This is an optimization exercise on Yosys and OpenROAD, whose aim is small area, not a production implementation.
Where RTL was checked, it was by simulation tests only, not by an equivalence proof against the original.
Function not checked in runs 4 and 5: the RTL went through the layout flow alone.
No activity file was given, so power comes from the tool's default toggle rates.

[design/flow/config.mk]
export PLATFORM = sky130hd
export DESIGN_NAME = calc_core
export DESIGN_NICKNAME = calc_core
export VERILOG_FILES = /design/flow/design.v
export SDC_FILE = /design/flow/constraint.sdc
export NUM_CORES = 4
export LEC_CHECK = 0
export CAP_MARGIN = 40
export CORE_MARGIN = 2
export CORE_UTILIZATION = 40
export SLEW_MARGIN = 20
[design/flow/constraint.sdc]
create_clock -name core_clock -period 8.0 [get_ports {clk}]
set_input_delay 1.6000 -clock core_clock [delete_from_list [all_inputs] [get_ports {clk}]]
set_output_delay 1.6000 -clock core_clock [all_outputs]
set_load 0.01 [all_outputs]
[design/flow/design.v]
module calc_core #(
  parameter  int WIDTH = 32,
  localparam int NIB   = WIDTH / 4,
  localparam int SHW   = $clog2(WIDTH)
) (
  input  logic               clk,
  input  logic               rst,
  input  logic [NIB-1:0]     inc_pulse,
  input  logic               dec,
  input  logic               sel,
  input  logic [3:0]         op,
  input  logic               start,
  output logic               busy,
  output logic               done,
  output logic [WIDTH-1:0]   opa,
  output logic [WIDTH-1:0]   opb,
  output logic [2*WIDTH-1:0] result,
  output logic [2*WIDTH-1:0] last_result,
  output logic               zf,
  output logic               sf,
  output logic               cf,
  output logic               of,
  output logic               err
);
  localparam int W2 = 2 * WIDTH;
  logic             busy_q, done_q, zv_q, wb_q, cfn_q, ofn_q, cq_q;
  logic [SHW+1:0]   cnt_q;
  logic [3:0]       opr_q;
  logic [WIDTH-1:0] x_q, y_q, opa_q, opb_q;
  logic [W2-1:0]    res_q, last_q;
  logic             sf_q, cf_q, of_q, err_q;
  logic o_add, o_sub, o_mul, o_div, o_and, o_or, o_nor, o_not, o_slt, o_sltu;
  logic o_shl, o_shr, o_sra, o_rol, o_pass, o_addsub, o_cmp, o_logic;
  always_comb begin
    o_add    = opr_q == 4'h0;
    o_sub    = opr_q == 4'h1;
    o_mul    = opr_q == 4'h2;
    o_div    = opr_q == 4'h3;
    o_and    = opr_q == 4'h4;
    o_or     = opr_q == 4'h5;
    o_nor    = opr_q == 4'h6;
    o_not    = opr_q == 4'h7;
    o_slt    = opr_q == 4'h8;
    o_sltu   = opr_q == 4'h9;
    o_shl    = opr_q == 4'hA;
    o_shr    = opr_q == 4'hB;
    o_sra    = opr_q == 4'hC;
    o_rol    = opr_q == 4'hD;
    o_pass   = opr_q == 4'hE;
    o_cmp    = o_slt | o_sltu;
    o_addsub = o_add | o_sub;
    o_logic  = o_and | o_or | o_nor | o_not | o_pass;
  end
  logic [SHW+1:0] cnt_inc;
  logic [1:0]     hi;
  logic [SHW-1:0] tgt;
  logic           last, lmid, fin;
  always_comb begin
    cnt_inc = cnt_q + 1'b1;
    hi      = (o_shr | o_sra) ? 2'b11 : (o_logic ? 2'b10 : 2'b01);
    tgt     = (o_shl | o_rol) ? opb_q[SHW-1:0] : '0;
    last    = (cnt_inc == {hi, tgt});
    lmid    = (cnt_inc == {2'b01, {SHW{1'b0}}});
    fin     = busy_q && !wb_q && last;
  end
  logic m_xfer, m_rot, m_dupy, m_xrot, m_lgc, m_ldb;
  always_comb begin
    m_ldb  = o_logic && lmid;                        
    m_xrot = o_logic && !cnt_q[SHW];                 
    m_lgc  = o_logic && cnt_q[SHW];                  
    m_rot  = (o_shr | o_sra) && !cnt_q[SHW+1];       
    m_dupy = o_rol && cnt_q[SHW];                    
    m_xfer = !(o_mul | o_div | m_rot | m_dupy | o_logic);
  end
  logic             xa, yb, fbit, inv, cout, q, lt, ovf, x0in, pre, c, cb;
  logic             sel_s, sel_t;
  logic [WIDTH-1:0] t, bp, u, s, xi, x_step, y_step;
  always_comb begin
    xa = x_q[WIDTH-1];
    yb = y_q[WIDTH-1];
    if (o_mul || (o_logic && !cnt_q[SHW]))
      fbit = 1'b0;
    else if (m_dupy)
      fbit = yb;
    else if (m_lgc)
      fbit = o_and ? (xa & yb) : o_or ? (xa | yb) : o_nor ? ~(xa | yb)
           : o_not ? ~xa : xa;
    else
      fbit = xa;
    t   = {y_q[WIDTH-2:0], fbit};
    inv = o_sub || o_div || o_cmp;
    bp  = opb_q ^ {WIDTH{inv}};
    cb = inv;
    for (int k = 0; k < 4; k++) begin
      c = (k == 0) ? inv : 1'b0;
      for (int j = 0; j < 8; j++) begin
        u[8*k+j] = t[8*k+j] ^ bp[8*k+j] ^ c;
        c = (t[8*k+j] & bp[8*k+j]) | (t[8*k+j] & c) | (bp[8*k+j] & c);
      end
      if (k == 0) begin
        s[7:0] = u[7:0];
        cb     = c;
      end else begin
        pre = 1'b1;
        for (int j = 0; j < 8; j++) begin
          s[8*k+j] = u[8*k+j] ^ (cb & pre);
          pre      = pre & u[8*k+j];
        end
        cb = c | (cb & pre);
      end
    end
    cout = cb;
    q    = yb | cout;
    ovf  = (t[WIDTH-1] == bp[WIDTH-1]) && (s[WIDTH-1] != t[WIDTH-1]);
    lt   = o_slt ? ((t[WIDTH-1] != opb_q[WIDTH-1]) ? t[WIDTH-1] : !cout)
                 : !cout;
    sel_s = (o_mul && xa) || (o_div && q) || (o_addsub && last) || m_ldb;
    sel_t = !sel_s && !(o_cmp && last);
    y_step = sel_s ? s : (sel_t ? t : {{(WIDTH-1){1'b0}}, lt});
    xi  = x_q;
    pre = cq_q;
    for (int j = 0; j < WIDTH; j++) begin
      xi[j] = x_q[j] ^ pre;
      pre   = pre & x_q[j];
    end
    if (o_mul || m_rot)
      x0in = yb;
    else if (m_xrot)
      x0in = xa;
    else
      x0in = o_div && q;
    x_step = {xi[WIDTH-2:0], x0in};
  end
  logic             i_shift;
  always_comb begin
    i_shift = op[3] && (op[2:1] == 2'b01 || op[2:0] == 3'b100 || op[2:0] == 3'b101);
  end
  logic [WIDTH-1:0] opa_d, opb_d;
  logic             edit;
  function automatic logic [3:0] tog(input logic [3:0] n, input logic d, input logic en);
    logic [3:0] tt;
    tt[0] = en;
    tt[1] = tt[0] & (n[0] ^ d);
    tt[2] = tt[1] & (n[1] ^ d);
    tt[3] = tt[2] & (n[2] ^ d);
    tog = n ^ tt;
  endfunction
  always_comb begin
    edit  = !busy_q && !start;
    for (int i = 0; i < NIB; i++) begin
      opa_d[4*i +: 4] = tog(opa_q[4*i +: 4], dec, edit && inc_pulse[i] && !sel);
      opb_d[4*i +: 4] = tog(opb_q[4*i +: 4], dec, edit && inc_pulse[i] && sel);
    end
  end
  logic bz;
  assign bz = (opb_q == '0);
  always_ff @(posedge clk) begin
    if (busy_q) begin
      x_q   <= x_step;
      y_q   <= y_step;
      cnt_q <= cnt_inc;
      wb_q  <= fin;
      cq_q  <= o_mul && xa && cout;
      cfn_q <= cout;
      ofn_q <= ovf;
    end else begin
      x_q   <= i_shift ? res_q[WIDTH-1:0] : opa_q;
      y_q   <= {WIDTH{op == 4'hC && res_q[WIDTH-1]}};
      cnt_q <= {2'b00, (op == 4'hB || op == 4'hC) ? opb_q[SHW-1:0] : {SHW{1'b0}}};
      wb_q  <= 1'b0;
      cq_q  <= 1'b0;
      opr_q <= op;
    end
  end
  always_ff @(posedge clk or posedge rst) begin
    if (rst) begin
      busy_q <= 1'b0;
      done_q <= 1'b0;
      opa_q  <= '0;
      opb_q  <= '0;
      res_q  <= '0;
      last_q <= '0;
      zv_q   <= 1'b0;
      sf_q   <= 1'b0;
      cf_q   <= 1'b0;
      of_q   <= 1'b0;
      err_q  <= 1'b0;
    end else begin
      opa_q  <= opa_d;
      opb_q  <= opb_d;
      done_q <= (busy_q && wb_q) || (!busy_q && start && op == 4'hF);
      if (busy_q) begin
        if (wb_q) busy_q <= 1'b0;
      end else if (start && op != 4'hF) begin
        busy_q <= 1'b1;
      end
      if (!busy_q && start && op == 4'hF) err_q <= 1'b1;
      if (busy_q && wb_q) begin
        res_q  <= {xi, y_q};
        last_q <= res_q;
        zv_q   <= 1'b1;
        sf_q   <= o_mul ? xi[WIDTH-1] : y_q[WIDTH-1];
        cf_q   <= o_addsub && cfn_q;
        of_q   <= o_addsub && ofn_q;
        err_q  <= o_div && bz;
      end
    end
  end
  assign busy        = busy_q;
  assign done        = done_q;
  assign opa         = opa_q;
  assign opb         = opb_q;
  assign result      = res_q;
  assign last_result = last_q;
  assign zf          = zv_q && (res_q == '0);
  assign sf          = sf_q;
  assign cf          = cf_q;
  assign of          = of_q;
  assign err         = err_q;
endmodule
[design/flow/flow/run.sh]
#!/bin/bash
# The standard layout (standard.sh), with three changes:
#  - synthesis maps with an area-recovering ABC script (same Yosys flow,
#    same registers; only the ABC script differs), see abc.script
#  - port buffers use the smallest buffer cell
#  - CTS inserts no dummy loads and uses clkbuf_8 leaves
set -euo pipefail
here=$(pwd)
rm -rf "$here/scripts_abc"
cp -r "$FLOW_HOME/scripts" "$here/scripts_abc"
cp "$here/flow/abc.script" "$here/scripts_abc/abc_speed.script"
SCRIPTS_DIR="$here/scripts_abc" bash standard.sh synth > synth.log 2>&1
export BUFFER_PORTS_ARGS="-buffer_cell sky130_fd_sc_hd__buf_1"
export CTS_ARGS="-sink_clustering_enable -repair_clock_nets -dont_use_dummy_load -buf_list sky130_fd_sc_hd__clkbuf_8 -sink_clustering_size 20 -sink_clustering_max_diameter 60"
bash standard.sh finish > layout.log 2>&1
[design/flow/flow/abc.script]
&get -n
&st
&dch
&nf -R 1000
&put
topo
stime -c
dnsize -c
[design/flow/standard.sh]
#!/bin/bash
# synth_recipe.tcl (not shown) runs the flow's synth.tcl, then flattens the netlist and writes it again
# the make line also repeats each setting of config.mk as NAME=value (left out here)
make -C /OpenROAD-flow-scripts/flow DESIGN_CONFIG=/design/flow/config.mk WORK_HOME=/design/flow/orfs CLKGATE_MAP_FILE= SYNTH_SCRIPT=/design/flow/synth_recipe.tcl "${@:-finish}"
==> impl_metrics.env, run 1 <==
export IMPL_maxSlewViolCount=0
export IMPL_status="finished clean"
export IMPL_synth_fp_nets=1205
export IMPL_dr_pass1_iters=5
export IMPL_ys_types=40
export IMPL_core_um2=31700
export IMPL_async_flop_share=0.716
export IMPL_final_util=0.472
export IMPL_yosys_warnings=1
export IMPL_die_w_um=184
export IMPL_final_antenna_net_count=0
export IMPL_place_area_um2=14500
export IMPL_path_class="flip-flop to flip-flop"
export IMPL_syn_area_um2=13000
export IMPL_internal_power_mw=3.31
export IMPL_routedWlPerCell_um=17.9
export IMPL_sequentialPowerShare=0.461
export IMPL_syn_to_final_growth_pct=15.3
export IMPL_swShare=0.418
export IMPL_start_util=0.409
export IMPL_grt_remaining_overflow=0
export IMPL_num_vias=9231
export IMPL_n_antenna_cell=0
export IMPL_synth_top_family_by_area="multiplexers"
export IMPL_final_hold_viol_count=0
export IMPL_muxShareOfSynthArea=0.125
export IMPL_cts_sinks=278
export IMPL_synth_xor_area_frac=0.112
export IMPL_cpMaxStageDelayCell="edfxtp_1"
export IMPL_power_frac_clock=0.130
export IMPL_synthFlopType="dfrtp_1"
export IMPL_cap_violations=0
export IMPL_cpPeakStageDelay_ps=540
export IMPL_rsz0062_at_grt="false"
export IMPL_grt_first_pass_wirelength_um=51600
export IMPL_syn_avg_cell_area_um2=11.6
export IMPL_p_sw_mw=2.37
export IMPL_drtIter0Drc=545
export IMPL_vias_per_cell=5.17
export IMPL_root_buffer="clkbuf_8"
export IMPL_cp_top_family="adder cells"
export IMPL_vdd_ir_drop_max_v=0.000171
export IMPL_p_leak_nw=6.76
export IMPL_p_comb_frac=0.409
export IMPL_die_area_um2=33900
export IMPL_finalSetupViolCount=0
export IMPL_min_period_over_period=0.927
export IMPL_rows=65
export IMPL_io_pins=216
export IMPL_fin_area_um2=15000
export IMPL_cts_htree_levels=1
export IMPL_worst_setup_path_end_kind="flip-flop"
export IMPL_grt_usage=0.192
export IMPL_clock_fmax_ghz=0.135
export IMPL_synth_edf_count=6
export IMPL_synthAdderAreaFrac=0.0818
export IMPL_critPathBufInv=2
export IMPL_fp_dieH_um=184
export IMPL_layout_drive_gt1_share=0.0412
export IMPL_gp_congestion=0.866
export IMPL_routed_wirelength_um=32000
export IMPL_start_kind="flip-flop"
export IMPL_grt_max_degree=82
export IMPL_clk_pin_slew_ps=110
export IMPL_grt_antenna_before_repair=0
export IMPL_synth_compound_area_share=0.0619
export IMPL_crit_required_ps=8470
export IMPL_hp_class="flip-flop to flip-flop"
export IMPL_setup_tns_ps=0
export IMPL_clock_path_buffers=3
export IMPL_nets=1471
export IMPL_ys_seq_area_frac=0.510
export IMPL_arrival_ps=7890
export IMPL_powerDensity_nw_per_um2=380
export IMPL_drc=0
export IMPL_slew_headroom=0.492
export IMPL_cts_tree="yes"
export IMPL_fin_worst_skew_ps=53.4
export IMPL_synth_seq_cells=278
export IMPL_synthSimpleGateAreaFrac=0.101
export IMPL_syn_inst=1120
export IMPL_cp_max_fo=33
export IMPL_portBuffers=215
export IMPL_cp_common_cell="fa_1"
export IMPL_period_minus_slack_ps=7420
export IMPL_hpwl_um=23400
export IMPL_grt_pass1_vias=9182
export IMPL_clk_latency_ps=580
export IMPL_worst_pin_slew_ps=762
export IMPL_cts_made_buffers=26
-- sequential cells by signal, summed over array words and instances, names as in the netlist --
| name | cells |
|---|---|
| err_q | 1 |
| opr_q | 4 |
| done_q | 1 |
| opa_q | 32 |
| ofn_q | 1 |
| of_q | 1 |
| cq_q | 1 |
| x_q | 32 |
| res_q | 64 |
| busy_q | 1 |
| cnt_q | 7 |
| last_q | 64 |
| opb_q | 32 |
| y_q | 32 |
| wb_q | 1 |
| sf_q | 1 |
| zv_q | 1 |
| cf_q | 1 |
| cfn_q | 1 |
-- layout make-up --
class	count	area [um2]
clock buffers	26	358
fillers	3009	16800
inverters	27	109
multi-input cells	815	6290
flip-flops and latches	278	6620
well taps	402	503
repair buffers	238	1080
-- logic make-up after synthesis --
group           after synthesis
fa+ha+maj                    68
mux                         147
flops                       278
simple gates                285
compound gates              149
xor+xnor                    166
buf+inv                      27
-- final timing paths --
| kind | start | end | slack (ps) | cells past startpoint |
|---|---|---|---|---|
| max | opr_q[1] | y_q[19] | 580 | 26 |
| max reg2reg | opr_q[1] | y_q[19] | 580 | 26 |
| min reg2reg | y_q[0] | res_q[0] | 470 | 2 |
| max in group asynchronous | rst | res_q[5] | 5890 | 4 |
| min in group asynchronous | rst | res_q[39] | 1060 | 2 |
| min | y_q[0] | res_q[0] | 470 | 2 |
-- per-layer routing --
layer / up-vias / share of wire / GRT usage / routed length [um]
li1: 4430 / - / - / -
met1: 4539 / 0.46 / 0.272 / 14800
met2: 215 / 0.47 / 0.312 / 15000
met3: 47 / 0.045 / 0.0244 / 1440
met4: 0 / 0.021 / 0.0470 / 670
met5: - / 0 / 0 / 0
-- layout by cell type (no fill, tap or decap), types with 24 or more instances in the layout --
master,synthesis,routed
buf_1,0,214
dfrtp_1,199,198
mux2_1,115,115
nand2_1,109,108
o21ai_0,91,91
xnor2_1,91,91
xor2_1,75,75
nor2_1,74,73
dfxtp_1,73,73
ha_1,40,40
a21oi_1,38,36
mux2i_1,32,32
fa_1,28,28
clkinv_1,27,26
clkbuf_8,0,26
nor4_1,24,24
-- power by group through the flow --
| stage | registers [mW] | logic [mW] | clock network, mW |
|---|---|---|---|
| floorplan | 2.68 | 1.38 | 0 |
| global placement | 2.64 | 2.26 | 0 |
| detailed placement | 2.66 | 2.32 | 0 |
| CTS | 2.63 | 2.33 | 0.776 |
| global route | 2.72 | 2.63 | 0.830 |
| finish | 2.62 | 2.32 | 0.742 |
-- timing repair --
action                     4_1_cts  5_1_grt
setup endpoints to repair        0        2
buffers inserted                 0        6
resized for setup                0        1
hold buffers                     0        0
-- synthesized netlist by cell type (5+ instances only) --
cell / n / share of area
a21oi_1: 38 / 0.015
clkinv_1: 27 / 0.0078
dfrtp_1: 199 / 0.38
dfxtp_1: 73 / 0.11
edfxtp_1: 6 / 0.014
fa_1: 28 / 0.043
ha_1: 40 / 0.039
mux2_1: 115 / 0.10
mux2i_1: 32 / 0.025
nand2_1: 109 / 0.032
nand2b_1: 5 / 0.0024
nand3_1: 14 / 0.0054
nand4_1: 20 / 0.0096
nor2_1: 74 / 0.021
nor2b_1: 7 / 0.0034
nor3_1: 11 / 0.0042
nor4_1: 24 / 0.012
o21ai_0: 91 / 0.035
xnor2_1: 91 / 0.061
xor2_1: 75 / 0.051
-- worst min-delay path: stages, from the launching register on --
cell and delay [ps]:
dfxtp_1 310, clkinv_1 80, o21ai_0 80
-- per-stage QoR --
step	hold WS, ps	worst slack, ps	instances	power [mW]
detailed placement	452	552	1754	4.98
global placement	450	470	1747	4.90
floorplan	434	16.2	1120	4.06
global route	487	19.4	1786	6.18
finish	470	580	1786	5.68
CTS	473	415	1780	5.74
==> run 2: changes to the inputs <==
==> design/flow/flow/abc.script (replaced) <==
strash
dch -f
amap -m -F 4 -A 8
topo
buffer -c
topo
stime -c
upsize -c
dnsize -c
==> impl_metrics.env, run 2 <==
export IMPL_status="finished clean"
export IMPL_cts_tree="yes"
export IMPL_grt_pass1_vias=10100
export IMPL_internal_power_mw=3.53
export IMPL_p_comb_frac=0.437
export IMPL_nets=1564
export IMPL_start_util=0.409
export IMPL_hp_class="flip-flop to flip-flop"
export IMPL_cap_violations=0
export IMPL_vdd_ir_drop_max_v=0.000169
export IMPL_layout_common_cells="214 x buf_1, 199 x dfrtp_1, 151 x inv_1"
export IMPL_cts_htree_levels=1
export IMPL_cpMaxStageDelayCell="edfxtp_1"
export IMPL_yosysTopAreaCell="dfrtp_1"
export IMPL_syn_area_um2=13000
export IMPL_die_area_um2=33900
export IMPL_setup_tns_ps=0
export IMPL_final_hold_viol_count=0
export IMPL_rsz0062_at_grt="false"
export IMPL_dr_pass1_iters=6
export IMPL_clk_latency_ps=590
export IMPL_root_buffer="clkbuf_8"
export IMPL_hpwl_um=26400
export IMPL_grt_first_pass_wirelength_um=58400
export IMPL_min_period_over_period=0.910
export IMPL_synth_common_cells="199 x dfrtp_1, 154 x inv_1, 125 x nor2_1"
export IMPL_finalSetupViolCount=0
export IMPL_n_antenna_cell=0
export IMPL_synth_seq_cells=278
export IMPL_whs_ps=475
export IMPL_die_w_um=184
export IMPL_period_minus_slack_ps=7280
export IMPL_clk_pin_slew_ps=110
export IMPL_dp_cells=1850
export IMPL_syn_inst=1292
export IMPL_synthFlopType="dfrtp_1"
export IMPL_io_pins=216
export IMPL_maxSlewViolCount=0
export IMPL_p_leak_nw=6.33
export IMPL_cpPeakStageDelay_ps=510
export IMPL_powerDensity_nw_per_um2=435
export IMPL_vias_per_cell=5.64
export IMPL_cp_common_cell="fa_1"
export IMPL_crit_required_ps=8520
export IMPL_grt_remaining_overflow=0
export IMPL_p_sw_mw=2.83
export IMPL_swShare=0.445
export IMPL_core_um2=31700
export IMPL_final_instance_count_excl_fill=1879
export IMPL_clock_fmax_ghz=0.137
export IMPL_fin_worst_skew_ps=39.3
export IMPL_syn_to_final_growth_pct=12.5
export IMPL_worst_setup_path_end_kind="flip-flop"
export IMPL_worst_pin_slew_ps=837
export IMPL_cts_setup_buffers=0
export IMPL_num_vias=10600
export IMPL_layout_commonest_cell="buf_1"
export IMPL_ys_types=51
export IMPL_rows=65
export IMPL_final_antenna_net_count=0
export IMPL_grt_max_degree=85
export IMPL_synth_fp_nets=1377
export IMPL_power_frac_clock=0.122
export IMPL_yosys_warnings=1
export IMPL_grt_antenna_before_repair=0
export IMPL_async_flop_share=0.716
export IMPL_drtIter0Drc=814
export IMPL_path_class="flip-flop to flip-flop"
export IMPL_synth_top_cell_area_share=0.384
export IMPL_yosys_top_cells_area="dfrtp_1 38%, dfxtp_1 11%, o22a_1 7.8%, o22ai_1 4.9%, inv_1 4.5%"
export IMPL_fp_dieH_um=184
export IMPL_portBuffers=215
export IMPL_routed_wirelength_um=37300
export IMPL_cts_sinks=278
export IMPL_synth_edf_count=6
export IMPL_slew_headroom=0.442
export IMPL_clock_path_buffers=3
export IMPL_ys_seq_area_frac=0.511
export IMPL_ff2ff_setup_slack_ps=720
export IMPL_gp_congestion=0.885
export IMPL_syn_avg_cell_area_um2=10.0
export IMPL_synth_most_common_cell="dfrtp_1"
export IMPL_grt_usage=0.219
export IMPL_largestRegisters="last_q: 64 flops, res_q: 64 flops"
export IMPL_routedWlPerCell_um=19.8
export IMPL_layout_drive_gt1_share=0.0562
export IMPL_cp_max_fo=33
export IMPL_sequentialPowerShare=0.441
export IMPL_start_kind="flip-flop"
export IMPL_cts_made_buffers=28
export IMPL_drc=0
export IMPL_arrival_ps=7790
run 2: cell count changes in the layout (fill, tap and decap cells not counted), moves of 50 or more:
cell	delta
inv_1	+151
o22a_1	+116
mux2_1	-115
o22ai_1	+100
xnor2_1	-91
nand2_1	-79
xor2_1	-75
a21oi_1	+69
nor2_1	+52
o21ai_0	-50
o221ai_1	+50
run 2: power groups by stage:
stage	Sequential (mW)	Combinational [mW]	Clock, mW
after floorplan	2.82	1.73	0
after global placement	2.80	2.72	0
after detailed placement	2.83	2.77	0
after CTS	2.80	2.78	0.803
after global routing	2.91	3.14	0.852
final	2.80	2.78	0.774
run 2: kinds of logic (layout without fill, tap and decap cells):
logic type | Yosys count | after routing | synth area share
AO/OA/AOI/OAI | 468 | 468 | 0.250
buffers and inverters | 240 | 425 | 0.0711
adder cells (fa/ha/maj) | 68 | 68 | 0.0818
AND/OR/NAND/NOR | 238 | 238 | 0.0861
flip-flops | 278 | 278 | 0.511
run 2: critical path: cells and delay by family, from the launching register on:
kind / cells / cell delay [ps]
adder cells (fa/ha/maj): 7 / 2730
AO/OA/AOI/OAI: 11 / 2050
buffers and inverters: 9 / 970
AND/OR/NAND/NOR: 11 / 940
flip-flops: 1 / 510
run 2: worst paths after layout:
path                               to  cells after the start     start
hold / removal                   zv_q                      1      zv_q
setup / recovery               y_q[0]                     38  opr_q[1]
setup reg to reg               y_q[0]                     38  opr_q[1]
hold reg to reg                  zv_q                      1      zv_q
min in group asynchronous  last_q[52]                      2       rst
max in group asynchronous    res_q[8]                      5       rst
run 2: layout make-up:
cell class / count / area (um2)
timing repair buffer: 231 / 1000
fill: 3091 / 17100
multi-input combinational: 774 / 5450
sequential: 278 / 6620
tap: 402 / 503
inverter: 166 / 636
clock buffer: 28 / 385
run 2: per-stage QoR:
step                      cell area [um2]  worst slack [ps]  total power, mW   util
after detailed placement            14200               659             5.60  0.447
after CTS                           14600               668             6.38  0.459
after floorplan                     13000               974             4.55      -
final                               14600               724             6.35  0.460
after global routing                14600              72.0             6.90  0.460
after global placement              14100               842             5.53  0.444
run 2: timing repair:
| item | CTS | global route |
|---|---|---|
| endpoints found under the hold margin | 0 | 0 |
| gates resized for setup | 0 | 1 |
| setup endpoints to repair | 0 | 1 |
| hold buffers | 0 | 0 |
run 2: layer usage:
metal,vias to the layer above,track usage,share of wire
met4,0,0.0454,0.018
met1,5165,0.327,0.49
met3,48,0.0283,0.052
met5,-,0,0
met2,311,0.340,0.44
li1,5074,-,-
==> run 3: changes to the inputs <==
==> design/flow/flow/abc.script (replaced) <==
&get -n
&st
&dch
&nf -R 1000
&put
buffer -c
topo
stime -c
upsize -c
dnsize -c
==> impl_metrics.env, run 3 <==
export IMPL_core_um2=32600
export IMPL_maxSlewViolCount=0
export IMPL_grt_max_degree=85
export IMPL_synthFlopType="dfrtp_1"
export IMPL_yosysTopAreaCell="dfrtp_1"
export IMPL_syn_avg_cell_area_um2=11.2
export IMPL_clk_pin_slew_ps=110
export IMPL_grt_use_met2=0.286
export IMPL_cts_made_buffers=25
export IMPL_fp_dieH_um=186
export IMPL_start_util=0.407
export IMPL_nets=1463
export IMPL_grt_pass1_vias=8723
export IMPL_cp_max_fo=33
export IMPL_min_period_over_period=0.889
export IMPL_yosys_top_cells_area="dfrtp_1 37%, dfxtp_1 11%, mux2_2 9.7%, xnor2_1 6.0%, xor2_1 4.9%"
export IMPL_synth_most_common_cell="dfrtp_1"
export IMPL_final_antenna_net_count=0
export IMPL_ff2ff_setup_slack_ps=890
export IMPL_grtUsageMet3=0.0208
export IMPL_cts_hold_buf=0
export IMPL_ys_types=53
export IMPL_die_w_um=186
export IMPL_n_antenna_cell=0
export IMPL_synth_seq_cells=278
export IMPL_cts_sinks=278
export IMPL_drc=0
export IMPL_clk_latency_ps=580
export IMPL_routed_wirelength_um=31900
export IMPL_cts_htree_levels=1
export IMPL_crit_end="y_q[26]"
export IMPL_clock_fmax_ghz=0.141
export IMPL_gr_max_usage_layer="met2"
export IMPL_p_leak_nw=6.75
export IMPL_layout_common_cells="214 x buf_1, 198 x dfrtp_1, 115 x mux2_2"
export IMPL_async_flop_share=0.716
export IMPL_worst_setup_path_end_kind="flip-flop"
export IMPL_io_pins=216
export IMPL_grt_first_pass_wirelength_um=49700
export IMPL_finalSetupViolCount=0
export IMPL_root_buffer="clkbuf_8"
export IMPL_slew_headroom=0.507
export IMPL_vdd_ir_drop_max_v=0.000130
export IMPL_rsz0062_at_grt="false"
export IMPL_largestRegisters="last_q: 64 flops, res_q: 64 flops"
export IMPL_syn_inst=1182
export IMPL_yosys_warnings=1
export IMPL_worst_pin_slew_ps=739
export IMPL_dr_pass1_iters=5
export IMPL_fin_worst_skew_ps=56.8
export IMPL_cts_tree="yes"
export IMPL_r2r_start="opr_q[0]"
export IMPL_syn_to_final_growth_pct=12.6
export IMPL_gp_congestion=0.851
export IMPL_grt_usage=0.183
export IMPL_hold_depth=1
export IMPL_crit_required_ps=8460
export IMPL_synth_common_cells="199 x dfrtp_1, 115 x mux2_2, 108 x nand2_1"
export IMPL_nFillCells=3116
export IMPL_start_kind="flip-flop"
export IMPL_layout_commonest_cell="buf_1"
export IMPL_cap_violations=0
export IMPL_num_vias=9072
export IMPL_final_hold_viol_count=0
export IMPL_die_area_um2=34700
export IMPL_path_class="flip-flop to flip-flop"
export IMPL_status="finished clean"
export IMPL_cts_resized_gates=0
export IMPL_setup_tns_ps=0
export IMPL_grt_remaining_overflow=0
export IMPL_synth_edf_count=6
export IMPL_rows=66
export IMPL_arrival_ps=7570
export IMPL_syn_area_um2=13300
export IMPL_ys_seq_area_frac=0.498
export IMPL_layout_drive_gt1_share=0.126
export IMPL_period_minus_slack_ps=7110
export IMPL_clock_path_buffers=3
export IMPL_place_area_um2=14600
export IMPL_grt_antenna_before_repair=1
export IMPL_powerDensity_nw_per_um2=381
export IMPL_hp_class="flip-flop to flip-flop"
export IMPL_portBuffers=215
export IMPL_vias_per_cell=4.99
export IMPL_crit_start="opr_q[0]"
export IMPL_synth_fp_nets=1267
export IMPL_synth_top_cell_area_share=0.375
export IMPL_cts_setup_buffers=0
export IMPL_drtIter0Drc=565
export IMPL_routedWlPerCell_um=17.6
export IMPL_hpwl_um=23600
export IMPL_met1_usage=0.276
export IMPL_fin_area_um2=15000
export IMPL_r2r_cells=26
export IMPL_worstReg2RegEnd="y_q[26]"
run 3: cell types whose count changed after synthesis, sizes merged, moves of 55 or more:
cell	delta
xnor2	+91
a21oi	-68
o22ai	-100
inv	-139
mux2	+115
o22a	-116
nand2	+77
nor2	-55
xor2	+75
run 3: worst min-delay path by stage:
stage | startpoint | to | slack, ps
after floorplan | zv_q | zv_q | 430
after global placement | zv_q | zv_q | 450
after detailed placement | zv_q | zv_q | 450
after CTS | zv_q | zv_q | 480
after global routing | zv_q | zv_q | 500
final | zv_q | zv_q | 480
run 3: final cells by class:
type	count	area (um2)	area share
inverters	27	109	0.00727
multi-input cells	815	6320	0.422
repair buffers	231	1020	0.0680
flip-flops and latches	278	6620	0.443
clock buffers	25	344	0.0230
well taps	442	553	0.0370
run 3: cells by family after synthesis:
| kind of cell | synth area share |
|---|---|
| compound gates | 0.0622 |
| buf+inv | 0.0282 |
| flops | 0.498 |
| fa+ha+maj | 0.0799 |
| simple gates | 0.100 |
| mux | 0.122 |
| xor+xnor | 0.109 |
run 3: per-layer routing:
layer  vias up  share of wire
met2       206           0.44
met4         0          0.015
met3        35          0.044
li1       4408              -
met1      4423           0.50
met5         -              0
run 3: report_power, final:
part / internal, mW / switching [mW]
clock: 0.279 / 0.441
combinational: 1.08 / 1.26
sequential: 1.98 / 0.668
total: 3.34 / 2.37
run 3: stage by stage:
step,power (mW),util,setup WS [ps],std cells,hold slack (ps)
after floorplan,4.16,-,974,1182,434
after global placement,4.97,0.444,1070,1786,450
after detailed placement,5.04,0.448,984,1792,454
after CTS,5.77,0.458,939,1817,480
after global routing,6.19,0.459,490,1818,500
final,5.71,0.459,892,1818,482
run 3: worst max-delay path: stages (launching register included):
cell      delay [ps]
edfxtp_1         560
nand2b_1         260
o21ai_0          110
o211ai_1         110
a21oi_1          120
o21ai_0          230
o21ai_0          160
fa_1             440
fa_1             420
fa_1             420
fa_1             420
fa_1             420
fa_1             400
inv_1             90
fa_1             220
and4_1           250
and2_2           200
nand4_1          180
o21a_1           250
o31a_1           350
nor3b_1          200
or2_1            200
o21ai_1          100
and4_1           210
buf_4            260
o31a_1           330
o21ai_1          100
==> run 4: changes to the inputs <==
--- a/design/flow/design.v
+++ b/design/flow/design.v
@@ -25,3 +25,3 @@
   localparam int W2 = 2 * WIDTH;
-  logic             busy_q, done_q, zv_q, wb_q, cfn_q, ofn_q, cq_q;
+  logic             busy_q, done_q, zv_q, wb_q, cq_q;
   logic [SHW+1:0]   cnt_q;
@@ -74,3 +74,3 @@
   end
-  logic             xa, yb, fbit, inv, cout, q, lt, ovf, x0in, pre, c, cb;
+  logic             xa, yb, fbit, inv, cout, q, lt, x0in, pre, c, cb;
   logic             sel_s, sel_t;
@@ -113,3 +113,2 @@
     q    = yb | cout;
-    ovf  = (t[WIDTH-1] == bp[WIDTH-1]) && (s[WIDTH-1] != t[WIDTH-1]);
     lt   = o_slt ? ((t[WIDTH-1] != opb_q[WIDTH-1]) ? t[WIDTH-1] : !cout)
@@ -156,2 +155,10 @@
   assign bz = (opb_q == '0);
+  logic wb_a, wb_b, wb_s, wb_cf, wb_of;
+  always_comb begin
+    wb_a  = opa_q[WIDTH-1];
+    wb_b  = opb_q[WIDTH-1] ^ o_sub;
+    wb_s  = y_q[WIDTH-1];
+    wb_cf = (wb_a & wb_b) | ((wb_a | wb_b) & !wb_s);
+    wb_of = (wb_a == wb_b) && (wb_s != wb_a);
+  end
   always_ff @(posedge clk) begin
@@ -163,4 +170,2 @@
       cq_q  <= o_mul && xa && cout;
-      cfn_q <= cout;
-      ofn_q <= ovf;
     end else begin
@@ -202,4 +207,4 @@
         sf_q   <= o_mul ? xi[WIDTH-1] : y_q[WIDTH-1];
-        cf_q   <= o_addsub && cfn_q;
-        of_q   <= o_addsub && ofn_q;
+        cf_q   <= o_addsub && wb_cf;
+        of_q   <= o_addsub && wb_of;
         err_q  <= o_div && bz;
==> design/flow/flow/abc.script (replaced) <==
strash
dch -f
amap -m -F 4 -A 8
topo
buffer -c
topo
stime -c
upsize -c
dnsize -c
==> impl_metrics.env, run 4 <==
export IMPL_hold_depth=1
export IMPL_ff2ff_setup_slack_ps=660
export IMPL_clk_latency_ps=600
export IMPL_vias_per_cell=5.63
export IMPL_clock_path_buffers=3
export IMPL_synth_edf_count=4
export IMPL_r2r_cells=42
export IMPL_layout_commonest_cell="buf_1"
export IMPL_r2r_start="opr_q[1]"
export IMPL_sequentialPowerShare=0.438
export IMPL_async_flop_share=0.721
export IMPL_crit_end="y_q[0]"
export IMPL_nets=1566
export IMPL_hpwl_um=26300
export IMPL_ys_seq_area_frac=0.510
export IMPL_grt_first_pass_wirelength_um=57200
export IMPL_power_frac_clock=0.124
export IMPL_clk_pin_slew_ps=90
export IMPL_grt_remaining_overflow=0
export IMPL_io_pins=216
export IMPL_core_um2=31600
export IMPL_fin_worst_skew_ps=68.8
export IMPL_cpMaxStageDelayCell="edfxtp_1"
export IMPL_largestRegisters="last_q: 64 flops, res_q: 64 flops"
export IMPL_yosys_top_cells_area="dfrtp_1 39%, dfxtp_1 11%, o22a_1 8.0%, o22ai_1 5.1%, inv_1 4.5%"
export IMPL_p_sw_mw=2.68
export IMPL_dp_cells=1850
export IMPL_path_class="flip-flop to flip-flop"
export IMPL_n_antenna_cell=0
export IMPL_vdd_ir_drop_max_v=0.000156
export IMPL_layout_common_cells="214 x buf_1, 199 x dfrtp_1, 149 x inv_1"
export IMPL_start_kind="flip-flop"
export IMPL_cap_violations=0
export IMPL_cts_made_buffers=27
export IMPL_rows=65
export IMPL_synthFlopType="dfrtp_1"
export IMPL_crit_start="opr_q[1]"
export IMPL_dr_pass1_iters=6
export IMPL_ys_types=52
export IMPL_period_minus_slack_ps=7340
export IMPL_final_hold_viol_count=0
export IMPL_yosys_warnings=1
export IMPL_finalSetupViolCount=0
export IMPL_layout_drive_gt1_share=0.0494
export IMPL_syn_avg_cell_area_um2=9.97
export IMPL_cp_max_fo=17
export IMPL_yosysTopAreaCell="dfrtp_1"
export IMPL_arrival_ps=7840
export IMPL_grt_pass1_vias=9871
export IMPL_p_comb_frac=0.438
export IMPL_min_period_over_period=0.917
export IMPL_gp_congestion=0.896
export IMPL_worst_setup_path_end_kind="flip-flop"
export IMPL_rsz0062_at_grt="false"
export IMPL_drc=0
export IMPL_synth_top_cell_area_share=0.387
export IMPL_fp_dieH_um=183
export IMPL_grt_antenna_before_repair=0
export IMPL_slew_headroom=0.266
export IMPL_crit_required_ps=8510
export IMPL_final_instance_count_excl_fill=1880
export IMPL_routed_wirelength_um=36700
export IMPL_synth_fp_nets=1375
export IMPL_root_buffer="clkbuf_8"
export IMPL_syn_inst=1289
export IMPL_powerDensity_nw_per_um2=421
export IMPL_maxSlewViolCount=0
export IMPL_p_leak_nw=6.38
export IMPL_internal_power_mw=3.44
export IMPL_cts_htree_levels=1
export IMPL_drtIter0Drc=728
export IMPL_die_area_um2=33600
export IMPL_synth_most_common_cell="dfrtp_1"
export IMPL_num_vias=10600
export IMPL_final_antenna_net_count=0
export IMPL_synth_common_cells="199 x dfrtp_1, 154 x inv_1, 125 x nor2_1"
export IMPL_cts_sinks=276
export IMPL_syn_area_um2=12900
export IMPL_synth_seq_cells=276
export IMPL_clock_fmax_ghz=0.136
export IMPL_swShare=0.438
export IMPL_grt_max_degree=67
export IMPL_cts_tree="yes"
export IMPL_grt_usage=0.215
export IMPL_routedWlPerCell_um=19.5
export IMPL_worstReg2RegEnd="y_q[0]"
export IMPL_nFillCells=3049
export IMPL_syn_to_final_growth_pct=13.0
export IMPL_die_w_um=183
export IMPL_hp_class="flip-flop to flip-flop"
export IMPL_start_util=0.406
export IMPL_cpPeakStageDelay_ps=500
export IMPL_status="finished clean"
export IMPL_cp_common_cell="fa_1"
export IMPL_setup_tns_ps=0
export IMPL_worst_pin_slew_ps=1090
export IMPL_portBuffers=215
==> run 4: cell types whose count changed in the layout (fill, tap and decap cells not counted), sizes merged, moves of 32 or more <==
cell / before / now
inv: 27 / 160
o22a: 0 / 117
mux2: 115 / 0
o22ai: 1 / 104
xnor2: 91 / 0
nand2: 109 / 34
xor2: 75 / 0
a21oi: 38 / 108
nor2: 74 / 127
o221ai: 0 / 48
mux2i: 32 / 0
==> run 4: how the worst min path moves through the flow <==
stage / start / endpoint / slack [ps]
floorplan: wb_q / wb_q / 420
global placement: zv_q / zv_q / 440
detailed placement: zv_q / zv_q / 450
CTS: zv_q / zv_q / 470
global route: zv_q / zv_q / 500
finish: zv_q / zv_q / 470
==> run 4: logic make-up after synthesis <==
| kind of cell | synth area share |
|---|---|
| AND/OR/NAND/NOR | 0.0862 |
| AO/OA/AOI/OAI | 0.249 |
| adder cells (fa/ha/maj) | 0.0835 |
| buffers and inverters | 0.0704 |
| flip-flops | 0.510 |
==> run 4: cell type report <==
class,count,area (um2),share of cell area
Clock buffer,27,372,0.0256
Inverter,160,616,0.0424
Multi-Input combinational cell,780,5440,0.374
Sequential cell,276,6560,0.452
Tap cell,402,503,0.0346
Timing Repair Buffer,235,1040,0.0715
==> run 4: per-stage QoR <==
step | utilization | setup WS [ps] | power [mW] | area, um2 | hold slack [ps]
after floorplan | - | 974 | 4.35 | 12900 | 422
after global placement | 0.442 | 222 | 5.29 | 14000 | 442
after detailed placement | 0.446 | 106 | 5.34 | 14100 | 449
after CTS | 0.458 | 101 | 6.12 | 14500 | 469
after global routing | 0.459 | 14.1 | 6.63 | 14500 | 503
final | 0.459 | 662 | 6.11 | 14500 | 471
==> run 4: critical path: cells and delay by family, from the launching register on <==
kind                     cells  cell delay (ps)
AO/OA/AOI/OAI               11             1670
flip-flops                   1              500
buffers and inverters        9              820
AND/OR/NAND/NOR             15             1570
adder cells (fa/ha/maj)      7             2710
==> run 4: metal layers <==
layer | track usage | wire [um]
met1 | 0.330 | 17800
met3 | 0.0298 | 2170
met4 | 0.0605 | 893
met5 | 0 | 0
met2 | 0.316 | 15900
==> run 4: timing repair <==
item	4_1_cts	5_1_grt
resized for setup	0	9
setup buffers	0	2
hold buffers	0	0
setup endpoints to repair	0	32
==> run 4: power by group through the flow <==
stage                     clock network [mW]  registers (mW)  logic (mW)
after global routing                   0.840            2.77        3.02
after floorplan                            0            2.71        1.63
final                                  0.760            2.68        2.68
after detailed placement                   0            2.70        2.64
after global placement                     0            2.69        2.60
after CTS                              0.789            2.67        2.66
==> run 5: changes to the inputs <==
--- a/design/flow/flow/run.sh
+++ b/design/flow/flow/run.sh
@@ -13,3 +13,3 @@
 export BUFFER_PORTS_ARGS="-buffer_cell sky130_fd_sc_hd__buf_1"
-export CTS_ARGS="-sink_clustering_enable -repair_clock_nets -dont_use_dummy_load -buf_list sky130_fd_sc_hd__clkbuf_8 -sink_clustering_size 20 -sink_clustering_max_diameter 60"
+export CTS_ARGS="-sink_clustering_enable -repair_clock_nets -dont_use_dummy_load -buf_list sky130_fd_sc_hd__clkbuf_16 -sink_clustering_size 30 -sink_clustering_max_diameter 80"
 bash standard.sh finish > layout.log 2>&1
==> impl_metrics.env, run 5 <==
export IMPL_status="finished clean"
export IMPL_nFillCells=3048
export IMPL_cp_max_fo=17
export IMPL_ff2ff_setup_slack_ps=650
export IMPL_synth_edf_count=4
export IMPL_cts_made_buffers=18
export IMPL_internal_power_mw=3.54
export IMPL_cpMaxStageDelayCell="edfxtp_1"
export IMPL_final_antenna_net_count=0
export IMPL_syn_area_um2=12900
export IMPL_worst_setup_path_end_kind="flip-flop"
export IMPL_clock_fmax_ghz=0.136
export IMPL_yosys_warnings=1
export IMPL_power_frac_clock=0.140
export IMPL_synth_most_common_cell="dfrtp_1"
export IMPL_syn_avg_cell_area_um2=9.97
export IMPL_clock_path_buffers=3
export IMPL_yosys_top_cells_area="dfrtp_1 39%, dfxtp_1 11%, o22a_1 8.0%, o22ai_1 5.1%, inv_1 4.5%"
export IMPL_portBuffers=215
export IMPL_synth_fp_nets=1375
export IMPL_async_flop_share=0.721
export IMPL_cpPeakStageDelay_ps=510
export IMPL_io_pins=216
export IMPL_start_kind="flip-flop"
export IMPL_nets=1557
export IMPL_cts_tree="yes"
export IMPL_ys_seq_area_frac=0.510
export IMPL_start_util=0.406
export IMPL_cap_violations=0
export IMPL_grt_first_pass_wirelength_um=57100
export IMPL_syn_to_final_growth_pct=13.6
export IMPL_p_comb_frac=0.429
export IMPL_clk_pin_slew_ps=110
export IMPL_vdd_ir_drop_max_v=0.000179
export IMPL_powerDensity_nw_per_um2=426
export IMPL_grt_remaining_overflow=0
export IMPL_hp_class="flip-flop to flip-flop"
export IMPL_routedWlPerCell_um=19.6
export IMPL_layout_common_cells="214 x buf_1, 199 x dfrtp_1, 149 x inv_1"
export IMPL_cp_common_cell="fa_1"
export IMPL_hpwl_um=26300
export IMPL_grt_pass1_vias=9797
export IMPL_num_vias=10500
export IMPL_min_period_over_period=0.919
export IMPL_sequentialPowerShare=0.431
export IMPL_fin_worst_skew_ps=60.1
export IMPL_drc=0
export IMPL_cp_top_family="adder cells"
export IMPL_die_w_um=183
export IMPL_core_um2=31600
export IMPL_grt_antenna_before_repair=0
export IMPL_r2r_start="opr_q[1]"
export IMPL_crit_required_ps=8410
export IMPL_dp_slack_ps=106
export IMPL_cts_htree_levels=1
export IMPL_grt_max_degree=67
export IMPL_worstReg2RegEnd="y_q[0]"
export IMPL_synth_common_cells="199 x dfrtp_1, 154 x inv_1, 125 x nor2_1"
export IMPL_largestRegisters="last_q: 64 flops, res_q: 64 flops"
export IMPL_slew_headroom=0.257
export IMPL_p_sw_mw=2.69
export IMPL_dr_pass1_iters=5
export IMPL_rows=65
export IMPL_r2r_cells=42
export IMPL_die_area_um2=33600
export IMPL_worst_pin_slew_ps=1100
export IMPL_synthFlopType="dfrtp_1"
export IMPL_yosysTopAreaCell="dfrtp_1"
export IMPL_final_hold_viol_count=0
export IMPL_maxSlewViolCount=0
export IMPL_cts_hold_buf=0
export IMPL_clk_latency_ps=520
export IMPL_syn_inst=1289
export IMPL_layout_drive_gt1_share=0.0442
export IMPL_gp_congestion=0.896
export IMPL_synth_seq_cells=276
export IMPL_cts_sinks=276
export IMPL_p_leak_nw=6.40
export IMPL_n_antenna_cell=0
export IMPL_crit_start="opr_q[1]"
export IMPL_crit_end="y_q[0]"
export IMPL_period_minus_slack_ps=7350
export IMPL_finalSetupViolCount=0
export IMPL_vias_per_cell=5.62
export IMPL_arrival_ps=7770
export IMPL_crit_cells=42
export IMPL_fp_dieH_um=183
export IMPL_grt_usage=0.215
export IMPL_swShare=0.432
export IMPL_setup_slack_ps=647
export IMPL_layout_commonest_cell="buf_1"
export IMPL_drtIter0Drc=774
export IMPL_rsz0062_at_grt="false"
export IMPL_synth_top_cell_area_share=0.387
export IMPL_path_class="flip-flop to flip-flop"
export IMPL_root_buffer="clkbuf_16"
export IMPL_critPathBufInv=9
export IMPL_setup_tns_ps=0
export IMPL_routed_wirelength_um=36800
export IMPL_ys_types=52
-- run 5: worst register-to-register path: cells and delay by family, from the launching register on --
kind            cells  cell delay (ps)
compound gates     11             1650
fa+ha+maj           7             2710
buf+inv             9              830
flops               1              510
simple gates       15             1570
-- run 5: worst min-delay path by stage --
stage	start	end	slack, ps	depth (start not counted)
finish	zv_q	zv_q	480	1
global placement	zv_q	zv_q	440	1
CTS	zv_q	zv_q	480	1
global route	zv_q	zv_q	510	1
floorplan	wb_q	wb_q	420	1
detailed placement	zv_q	zv_q	450	1
-- run 5: power by group through the flow --
stage	sequential [mW]	combinational, mW	clock (mW)
after floorplan	2.71	1.63	0
after CTS	2.67	2.66	0.898
final	2.68	2.67	0.870
after global placement	2.69	2.60	0
after detailed placement	2.70	2.64	0
after global routing	2.77	3.02	0.947
-- run 5: stage by stage --
step	cells	util	hold WS [ps]	instance area [um2]	power [mW]
global placement	1843	0.442	442	14000	5.29
CTS	1868	0.460	476	14600	6.23
detailed placement	1850	0.446	449	14100	5.34
global route	1871	0.462	511	14600	6.74
floorplan	1289	-	422	12900	4.35
finish	1871	0.462	476	14600	6.22
-- run 5: layout make-up --
type                    instances  area (um2)  share of cell area
flip-flops and latches        276        6560               0.449
well taps                     402         503              0.0344
repair buffers                235        1040              0.0711
clock buffers                  18         450              0.0308
multi-input cells             780        5440               0.372
inverters                     160         616              0.0421
-- run 5: kinds of logic after synthesis --
family	count (synthesis)	synth area share
AO/OA/AOI/OAI	470	0.249
flip-flops	276	0.510
AND/OR/NAND/NOR	239	0.0862
buffers and inverters	235	0.0704
adder cells (fa/ha/maj)	69	0.0835
-- run 5: routing by layer --
metal | global-route usage | part of all wire | vias up
met1 | 0.330 | 0.49 | 5056
met3 | 0.0286 | 0.052 | 62
met4 | 0.0627 | 0.027 | 0
met5 | 0 | 0 | -
li1 | - | - | 5064
met2 | 0.315 | 0.43 | 336
-- run 5: timing repair --
| item | CTS | global route |
|---|---|---|
| gates resized for setup | 0 | 10 |
| buffers inserted | 0 | 2 |
| endpoints found under the setup margin | 0 | 32 |
==> run 6: changes to the inputs <==
--- a/design/flow/design.v
+++ b/design/flow/design.v
@@ -56,6 +56,6 @@
   logic [SHW-1:0] tgt;
-  logic           last, lmid, fin;
+  logic           last, lmid, fin, c_lo, c_mid;
   always_comb begin
     cnt_inc = cnt_q + 1'b1;
-    hi      = (o_shr | o_sra) ? 2'b11 : (o_logic ? 2'b10 : 2'b01);
+    hi      = (o_shr | o_sra | o_div | o_sub) ? 2'b11 : (o_logic ? 2'b10 : 2'b01);
     tgt     = (o_shl | o_rol) ? opb_q[SHW-1:0] : '0;
@@ -64,15 +64,8 @@
     fin     = busy_q && !wb_q && last;
-  end
-  logic m_xfer, m_rot, m_dupy, m_xrot, m_lgc, m_ldb;
-  always_comb begin
-    m_ldb  = o_logic && lmid;                        
-    m_xrot = o_logic && !cnt_q[SHW];                 
-    m_lgc  = o_logic && cnt_q[SHW];                  
-    m_rot  = (o_shr | o_sra) && !cnt_q[SHW+1];       
-    m_dupy = o_rol && cnt_q[SHW];                    
-    m_xfer = !(o_mul | o_div | m_rot | m_dupy | o_logic);
-  end
-  logic             xa, yb, fbit, inv, cout, q, lt, x0in, pre, c, cb;
+    c_lo    = cnt_q[SHW+1:SHW] == 2'b00;             
+    c_mid   = cnt_q[SHW+1:SHW] == 2'b01;             
+  end
+  logic             xa, yb, fbit, cout, q, lt, x0in, pre, c, cb;
   logic             sel_s, sel_t;
-  logic [WIDTH-1:0] t, bp, u, s, xi, x_step, y_step;
+  logic [WIDTH-1:0] t, u, s, xi, x_step, y_step;
   always_comb begin
@@ -80,7 +73,9 @@
     yb = y_q[WIDTH-1];
-    if (o_mul || (o_logic && !cnt_q[SHW]))
+    if (o_mul || (o_logic && c_lo))
       fbit = 1'b0;
-    else if (m_dupy)
+    else if (o_div || ((o_sub || o_cmp) && c_lo))
+      fbit = ~xa;
+    else if (o_rol && !c_lo)
       fbit = yb;
-    else if (m_lgc)
+    else if (o_logic)
       fbit = o_and ? (xa & yb) : o_or ? (xa | yb) : o_nor ? ~(xa | yb)
@@ -89,11 +84,9 @@
       fbit = xa;
-    t   = {y_q[WIDTH-2:0], fbit};
-    inv = o_sub || o_div || o_cmp;
-    bp  = opb_q ^ {WIDTH{inv}};
-    cb = inv;
+    t = {y_q[WIDTH-2:0], fbit};
+    cb = 1'b0;
     for (int k = 0; k < 4; k++) begin
-      c = (k == 0) ? inv : 1'b0;
+      c = 1'b0;
       for (int j = 0; j < 8; j++) begin
-        u[8*k+j] = t[8*k+j] ^ bp[8*k+j] ^ c;
-        c = (t[8*k+j] & bp[8*k+j]) | (t[8*k+j] & c) | (bp[8*k+j] & c);
+        u[8*k+j] = t[8*k+j] ^ opb_q[8*k+j] ^ c;
+        c = (t[8*k+j] & opb_q[8*k+j]) | (t[8*k+j] & c) | (opb_q[8*k+j] & c);
       end
@@ -112,7 +105,7 @@
     cout = cb;
-    q    = yb | cout;
-    lt   = o_slt ? ((t[WIDTH-1] != opb_q[WIDTH-1]) ? t[WIDTH-1] : !cout)
-                 : !cout;
-    sel_s = (o_mul && xa) || (o_div && q) || (o_addsub && last) || m_ldb;
-    sel_t = !sel_s && !(o_cmp && last);
+    q    = ~(yb & cout);
+    lt   = (o_slt && (opa_q[WIDTH-1] != opb_q[WIDTH-1])) ? opa_q[WIDTH-1] : cout;
+    sel_s = (o_mul && xa) || (o_div && c_lo && q) ||
+            ((o_add || o_sub || o_logic) && lmid);
+    sel_t = !sel_s && !(o_cmp && lmid);
     y_step = sel_s ? s : (sel_t ? t : {{(WIDTH-1){1'b0}}, lt});
@@ -124,8 +117,10 @@
     end
-    if (o_mul || m_rot)
+    if (o_mul || ((o_shr || o_sra) && !cnt_q[SHW+1]) || (o_div && !c_lo))
       x0in = yb;
-    else if (m_xrot)
+    else if (o_logic && c_lo)
       x0in = xa;
+    else if (o_div)
+      x0in = ~q;
     else
-      x0in = o_div && q;
+      x0in = o_sub && c_mid && ~yb;
     x_step = {xi[WIDTH-2:0], x0in};
@@ -172,3 +167,3 @@
       x_q   <= i_shift ? res_q[WIDTH-1:0] : opa_q;
-      y_q   <= {WIDTH{op == 4'hC && res_q[WIDTH-1]}};
+      y_q   <= {WIDTH{(op == 4'hC && res_q[WIDTH-1]) || op == 4'h3}};
       cnt_q <= {2'b00, (op == 4'hB || op == 4'hC) ? opb_q[SHW-1:0] : {SHW{1'b0}}};
--- a/design/flow/flow/run.sh
+++ b/design/flow/flow/run.sh
@@ -13,3 +13,3 @@
 export BUFFER_PORTS_ARGS="-buffer_cell sky130_fd_sc_hd__buf_1"
-export CTS_ARGS="-sink_clustering_enable -repair_clock_nets -dont_use_dummy_load -buf_list sky130_fd_sc_hd__clkbuf_16 -sink_clustering_size 30 -sink_clustering_max_diameter 80"
+export CTS_ARGS="-sink_clustering_enable -repair_clock_nets -dont_use_dummy_load -buf_list sky130_fd_sc_hd__clkbuf_8 -sink_clustering_size 20 -sink_clustering_max_diameter 60"
 bash standard.sh finish > layout.log 2>&1
==> impl_metrics.env, run 6 <==
export IMPL_status="finished clean"
export IMPL_gp_congestion=0.883
export IMPL_layout_common_cells="214 x buf_1, 199 x dfrtp_1, 148 x inv_1"
export IMPL_r2r_start="opr_q[2]"
export IMPL_fin_worst_skew_ps=45.3
export IMPL_cpPeakStageDelay_ps=500
export IMPL_cts_hold_buf=0
export IMPL_grt_pass1_vias=9783
export IMPL_synth_edf_count=4
export IMPL_num_vias=10400
export IMPL_maxSlewViolCount=0
export IMPL_power_mw=5.70
export IMPL_p_sw_mw=2.47
export IMPL_worstReg2RegEnd="y_q[0]"
export IMPL_syn_inst=1253
export IMPL_p_leak_nw=5.97
export IMPL_io_pins=216
export IMPL_cts_sinks=276
export IMPL_grt_first_pass_wirelength_um=56600
export IMPL_clock_fmax_ghz=0.139
export IMPL_min_delay_start="wb_q"
export IMPL_grt_antenna_before_repair=0
export IMPL_worst_setup_path_end_kind="flip-flop"
export IMPL_clk_latency_ps=560
export IMPL_synth_common_cells="199 x dfrtp_1, 149 x inv_1, 132 x nor2_1"
export IMPL_grt_usage=0.214
export IMPL_cp_common_cell="fa_1"
export IMPL_final_hold_viol_count=0
export IMPL_routed_wirelength_um=36100
export IMPL_fin_area_um2=14400
export IMPL_vias_per_cell=5.65
export IMPL_worst_pin_slew_ps=846
export IMPL_ys_seq_area_frac=0.516
export IMPL_hpwl_um=25700
export IMPL_syn_avg_cell_area_um2=10.2
export IMPL_cts_setup_buffers=0
export IMPL_p_comb_frac=0.422
export IMPL_cts_tree="yes"
export IMPL_arrival_ps=7690
export IMPL_yosys_warnings=1
export IMPL_setup_tns_ps=0
export IMPL_cts_made_buffers=24
export IMPL_synthFlopType="dfrtp_1"
export IMPL_core_um2=31500
export IMPL_grt_max_degree=98
export IMPL_ys_types=51
export IMPL_clk_pin_slew_ps=110
export IMPL_internal_power_mw=3.23
export IMPL_synth_fp_nets=1340
export IMPL_critPathBufInv=5
export IMPL_routedWlPerCell_um=19.6
export IMPL_path_class="flip-flop to flip-flop"
export IMPL_hold_depth=1
export IMPL_vdd_ir_drop_max_v=0.000137
export IMPL_cp_top_family="simple AND/OR/NAND/NOR gates"
export IMPL_nets=1528
export IMPL_fp_dieH_um=182
export IMPL_yosysTopAreaCell="dfrtp_1"
export IMPL_min_period_over_period=0.898
export IMPL_dr_pass1_iters=6
export IMPL_place_area_um2=14000
export IMPL_largestRegisters="last_q: 64 flops, res_q: 64 flops"
export IMPL_slew_headroom=0.435
export IMPL_clock_path_buffers=3
export IMPL_drtIter0Drc=945
export IMPL_r2r_cells=36
export IMPL_synth_top_cell_area_share=0.391
export IMPL_start_kind="flip-flop"
export IMPL_async_flop_share=0.721
export IMPL_syn_area_um2=12700
export IMPL_yosys_top_cells_area="dfrtp_1 39%, dfxtp_1 11%, o22a_1 7.7%, o22ai_1 5.0%, fa_1 4.4%"
export IMPL_start_util=0.404
export IMPL_rows=65
export IMPL_grt_remaining_overflow=0
export IMPL_die_w_um=182
export IMPL_layout_commonest_cell="buf_1"
export IMPL_portBuffers=215
export IMPL_final_instance_count_excl_fill=1841
export IMPL_cp_max_fo=32
export IMPL_die_area_um2=33300
export IMPL_crit_required_ps=8500
export IMPL_synth_most_common_cell="dfrtp_1"
export IMPL_cpMaxStageDelayCell="a2111oi_0"
export IMPL_root_buffer="clkbuf_8"
export IMPL_n_antenna_cell=0
export IMPL_hp_class="flip-flop to flip-flop"
export IMPL_syn_to_final_growth_pct=12.9
export IMPL_layout_drive_gt1_share=0.0459
export IMPL_finalSetupViolCount=0
export IMPL_cts_resized_gates=0
export IMPL_synth_seq_cells=276
export IMPL_drc=0
export IMPL_dp_cells=1817
export IMPL_powerDensity_nw_per_um2=397
export IMPL_period_minus_slack_ps=7180
export IMPL_power_frac_clock=0.126
export IMPL_swShare=0.434
export IMPL_cap_violations=0
export IMPL_sequentialPowerShare=0.452
export IMPL_rsz0062_at_grt="false"
export IMPL_cts_htree_levels=1
export IMPL_ff2ff_setup_slack_ps=820
export IMPL_holdPathEnd="busy_q"
export IMPL_final_antenna_net_count=0
## run 6: cell count changes in the layout (fill, tap and decap cells not counted), sizes merged, moves of 6 or more
cell | before | now
a21oi | 108 | 101
a22oi | 11 | 21
a32oi | 0 | 7
clkbuf | 19 | 25
inv | 160 | 152
nand4 | 13 | 7
nor2 | 127 | 133
o21ai | 61 | 21
## run 6: layer usage
metal	wire length, um	up-vias	GRT usage
li1	-	4945	-
met1	17600	5086	0.325
met2	15800	335	0.326
met3	2000	40	0.0285
met4	606	0	0.0461
met5	0	-	0
## run 6: worst max path at each step
stage	startpoint	to	slack, ps	cells past startpoint
floorplan	rst	busy_q	970	1
global placement	opr_q[3]	y_q[0]	1110	36
detailed placement	opr_q[2]	y_q[0]	880	36
CTS	opr_q[2]	y_q[22]	890	35
global route	opr_q[2]	y_q[0]	260	36
finish	opr_q[2]	y_q[0]	820	36
## run 6: worst reg2reg max path, delay by kind of cell (launching register included)
| kind | cells | cell delay, ps |
|---|---|---|
| flip-flops | 1 | 400 |
| buffers and inverters | 5 | 720 |
| AND/OR/NAND/NOR | 13 | 2580 |
| AO/OA/AOI/OAI | 10 | 1720 |
| adder cells (fa/ha/maj) | 8 | 1750 |
## run 6: cells by family after synthesis
group,count (synthesis),share of synthesized area
compound gates,433,0.243
flops,276,0.516
fa+ha+maj,70,0.0853
simple gates,249,0.0881
buf+inv,224,0.0675
xor+xnor,1,0.000688
## run 6: cell type report
| type | count | area [um2] |
|---|---|---|
| fill | 3045 | 17100 |
| sequential | 276 | 6560 |
| multi-input combinational | 753 | 5320 |
| timing repair buffer | 233 | 1060 |
| inverter | 153 | 586 |
| tap | 402 | 503 |
| clock buffer | 24 | 330 |
## run 6: metrics by stage
step | worst slack, ps | utilization | hold slack, ps
final | 815 | 0.456 | 440
after global routing | 256 | 0.456 | 458
after CTS | 885 | 0.456 | 448
after detailed placement | 875 | 0.446 | 437
after global placement | 1110 | 0.441 | 430
after floorplan | 974 | - | 411
## run 6: power groups by stage
stage / sequential, mW / combinational, mW / clock (mW)
after floorplan: 2.60 / 1.50 / 0
after global placement: 2.58 / 2.35 / 0
after detailed placement: 2.61 / 2.39 / 0
after CTS: 2.57 / 2.41 / 0.740
after global routing: 2.66 / 2.71 / 0.790
final: 2.58 / 2.41 / 0.716
==> run 7: changes to the inputs <==
--- a/design/flow/flow/run.sh
+++ b/design/flow/flow/run.sh
@@ -13,3 +13,3 @@
 export BUFFER_PORTS_ARGS="-buffer_cell sky130_fd_sc_hd__buf_1"
-export CTS_ARGS="-sink_clustering_enable -repair_clock_nets -dont_use_dummy_load -buf_list sky130_fd_sc_hd__clkbuf_8 -sink_clustering_size 20 -sink_clustering_max_diameter 60"
+export CTS_ARGS='-sink_clustering_enable -repair_clock_nets -dont_use_dummy_load -buf_list {sky130_fd_sc_hd__clkbuf_2 sky130_fd_sc_hd__clkbuf_4 sky130_fd_sc_hd__clkbuf_8} -sink_clustering_size 20 -sink_clustering_max_diameter 60'
 bash standard.sh finish > layout.log 2>&1
==> impl_metrics.env, run 7 <==
export IMPL_status="finished clean"
export IMPL_cts_htree_levels=1
export IMPL_synth_compound_area_share=0.243
export IMPL_final_util=0.456
export IMPL_cpPeakStageDelay_ps=500
export IMPL_cp_common_cell="fa_1"
export IMPL_rows=65
export IMPL_maxSlewViolCount=0
export IMPL_layout_drive_gt1_share=0.0459
export IMPL_yosysTopAreaCell="dfrtp_1"
export IMPL_synth_common_cells="199 x dfrtp_1, 149 x inv_1, 132 x nor2_1"
export IMPL_n_antenna_cell=0
export IMPL_synthSimpleGateAreaFrac=0.0881
export IMPL_worstReg2RegEnd="y_q[0]"
export IMPL_dp_cells=1817
export IMPL_crit_required_ps=8500
export IMPL_layout_commonest_cell="buf_1"
export IMPL_r2r_cells=36
export IMPL_async_flop_share=0.721
export IMPL_nets=1528
export IMPL_portBuffers=215
export IMPL_grt_pass1_vias=9783
export IMPL_syn_inst=1253
export IMPL_routed_wirelength_um=36100
export IMPL_start_util=0.404
export IMPL_p_leak_nw=5.97
export IMPL_hpwl_um=25700
export IMPL_cts_hold_buf=0
export IMPL_cts_tree="yes"
export IMPL_final_hold_viol_count=0
export IMPL_syn_to_final_growth_pct=12.9
export IMPL_root_buffer="clkbuf_8"
export IMPL_core_um2=31500
export IMPL_final_antenna_net_count=0
export IMPL_syn_area_um2=12700
export IMPL_cp_max_fo=32
export IMPL_setup_slack_ps=815
export IMPL_powerDensity_nw_per_um2=397
export IMPL_grt_first_pass_wirelength_um=56600
export IMPL_grt_max_degree=98
export IMPL_vdd_ir_drop_max_v=0.000137
export IMPL_synth_most_common_cell="dfrtp_1"
export IMPL_synthAdderAreaFrac=0.0853
export IMPL_drc=0
export IMPL_grt_antenna_before_repair=0
export IMPL_routedWlPerCell_um=19.6
export IMPL_dp_slack_ps=875
export IMPL_rsz0062_at_grt="false"
export IMPL_sequentialPowerShare=0.452
export IMPL_cts_setup_buffers=0
export IMPL_p_sw_mw=2.47
export IMPL_gp_congestion=0.883
export IMPL_drtIter0Drc=945
export IMPL_hp_class="flip-flop to flip-flop"
export IMPL_cpMaxStageDelayCell="a2111oi_0"
export IMPL_final_instance_count_excl_fill=1841
export IMPL_syn_avg_cell_area_um2=10.2
export IMPL_die_w_um=182
export IMPL_clk_pin_slew_ps=110
export IMPL_crit_start="opr_q[2]"
export IMPL_ys_seq_area_frac=0.516
export IMPL_cts_sinks=276
export IMPL_io_pins=216
export IMPL_largestRegisters="last_q: 64 flops, res_q: 64 flops"
export IMPL_finalSetupViolCount=0
export IMPL_cts_resized_gates=0
export IMPL_clk_latency_ps=560
export IMPL_period_minus_slack_ps=7180
export IMPL_start_kind="flip-flop"
export IMPL_die_area_um2=33300
export IMPL_cap_violations=0
export IMPL_min_delay_start="wb_q"
export IMPL_clock_fmax_ghz=0.139
export IMPL_worst_pin_slew_ps=846
export IMPL_r2r_start="opr_q[2]"
export IMPL_internal_power_mw=3.23
export IMPL_cts_made_buffers=24
export IMPL_worst_setup_path_end_kind="flip-flop"
export IMPL_p_comb_frac=0.422
export IMPL_num_vias=10400
export IMPL_setup_tns_ps=0
export IMPL_ys_types=51
export IMPL_vias_per_cell=5.65
export IMPL_ff2ff_setup_slack_ps=820
export IMPL_muxShareOfSynthArea=0
export IMPL_holdPathEnd="busy_q"
export IMPL_layout_common_cells="214 x buf_1, 199 x dfrtp_1, 148 x inv_1"
export IMPL_yosys_warnings=1
export IMPL_fin_worst_skew_ps=45.3
export IMPL_swShare=0.434
export IMPL_synth_seq_cells=276
export IMPL_slew_headroom=0.435
export IMPL_clock_path_buffers=3
export IMPL_synthFlopType="dfrtp_1"
export IMPL_arrival_ps=7690
export IMPL_power_frac_clock=0.126
export IMPL_dr_pass1_iters=6
export IMPL_grt_remaining_overflow=0
export IMPL_hold_depth=1
export IMPL_synth_xor_area_frac=0.000688
export IMPL_synth_top_cell_area_share=0.391
export IMPL_synth_fp_nets=1340
export IMPL_grt_usage=0.214
export IMPL_synth_top_family_by_area="compound AO/OA/AOI/OAI gates"
export IMPL_yosys_top_cells_area="dfrtp_1 39%, dfxtp_1 11%, o22a_1 7.7%, o22ai_1 5.0%, fa_1 4.4%"
export IMPL_min_period_over_period=0.898
export IMPL_path_class="flip-flop to flip-flop"
export IMPL_synth_edf_count=4
export IMPL_fp_dieH_um=182
[run 7: how the worst max path moves through the flow]
stage,endpoint,slack [ps]
2_1_floorplan,busy_q,970
3_3_place_gp,y_q[0],1110
3_5_place_dp,y_q[0],880
4_1_cts,y_q[22],890
5_1_grt,y_q[0],260
6_report,y_q[0],820
[run 7: layer usage]
metal,routed length (um),track usage,up-vias
li1,-,-,4945
met1,17600,0.325,5086
met2,15800,0.326,335
met3,2000,0.0285,40
met4,606,0.0461,0
met5,0,0,-
[run 7: logic make-up (layout without fill, tap and decap cells)]
logic type	count (synthesis)	after routing
buffers and inverters	224	410
flip-flops	276	276
AND/OR/NAND/NOR	249	249
adder cells (fa/ha/maj)	70	70
AO/OA/AOI/OAI	433	433
XOR/XNOR	1	1
[run 7: through the flow]
stage | power (mW) | instance area (um2) | hold slack, ps
after floorplan | 4.10 | 12700 | 411
after global placement | 4.93 | 13900 | 430
after detailed placement | 5.00 | 14000 | 437
after CTS | 5.72 | 14400 | 448
after global routing | 6.17 | 14400 | 458
final | 5.70 | 14400 | 440
[run 7: final cells by class]
| type | instances | area, um2 |
|---|---|---|
| fillers | 3045 | 17100 |
| clock buffers | 24 | 330 |
| repair buffers | 233 | 1060 |
| inverters | 153 | 586 |
| flip-flops and latches | 276 | 6560 |
| multi-input cells | 753 | 5320 |
| well taps | 402 | 503 |
[run 7: worst max-delay path, delay by kind of cell, from the launching register on]
family / cells / cell delay (ps)
and+or+nand+nor: 13 / 2570
buffers and inverters: 5 / 720
AOI/OAI and AO/OA: 10 / 1710
DFF: 1 / 400
adders and majority gates: 8 / 1750
[run 7: power groups by stage]
stage	Sequential (mW)	Combinational, mW	Clock [mW]
4_1_cts	2.57	2.41	0.740
2_1_floorplan	2.60	1.50	0
6_report	2.58	2.41	0.716
3_5_place_dp	2.61	2.39	0
3_3_place_gp	2.58	2.35	0
5_1_grt	2.66	2.71	0.790

afterwards: timing with drivers on the ports:
Ports are ideal in the flow. The routed layouts listed here were re-timed in OpenROAD. Step 1 assumes that a clkbuf_16 drives the clock port and a buf_2 every other input. Step 2 adds t to the input delays and takes it off the output delays; t is the mean of the earliest and latest rising clock arrival at the registers after step 1. Input paths then give back, and output paths get back, about the clock's delay inside the block. Slacks: ideal / step 1 / step 2; pairs: ideal / step 1.
| run | t (ns) | setup WS [ns] | worst setup path at the end | pins driven straight from the clock port |
|---|---|---|---|---|
| run 1 | 0.594 | 0.580 / 0.580 / 0.580 | register to register | 1 |
| run 2 | 0.617 | 0.724 / 0.724 / 0.724 | register to register | 1 |
| run 3 | 0.599 | 0.892 / 0.892 / 0.892 | register to register | 1 |
| run 4 | 0.607 | 0.662 / 0.662 / 0.662 | register to register | 1 |
| run 5 | 0.546 | 0.647 / 0.647 / 0.647 | register to register | 1 |
| run 6 | 0.589 | 0.815 / 0.815 / 0.815 | register to register | 1 |
| run 7 | 0.589 | 0.815 / 0.815 / 0.815 | register to register | 1 |
After both steps every run listed still meets setup and hold.
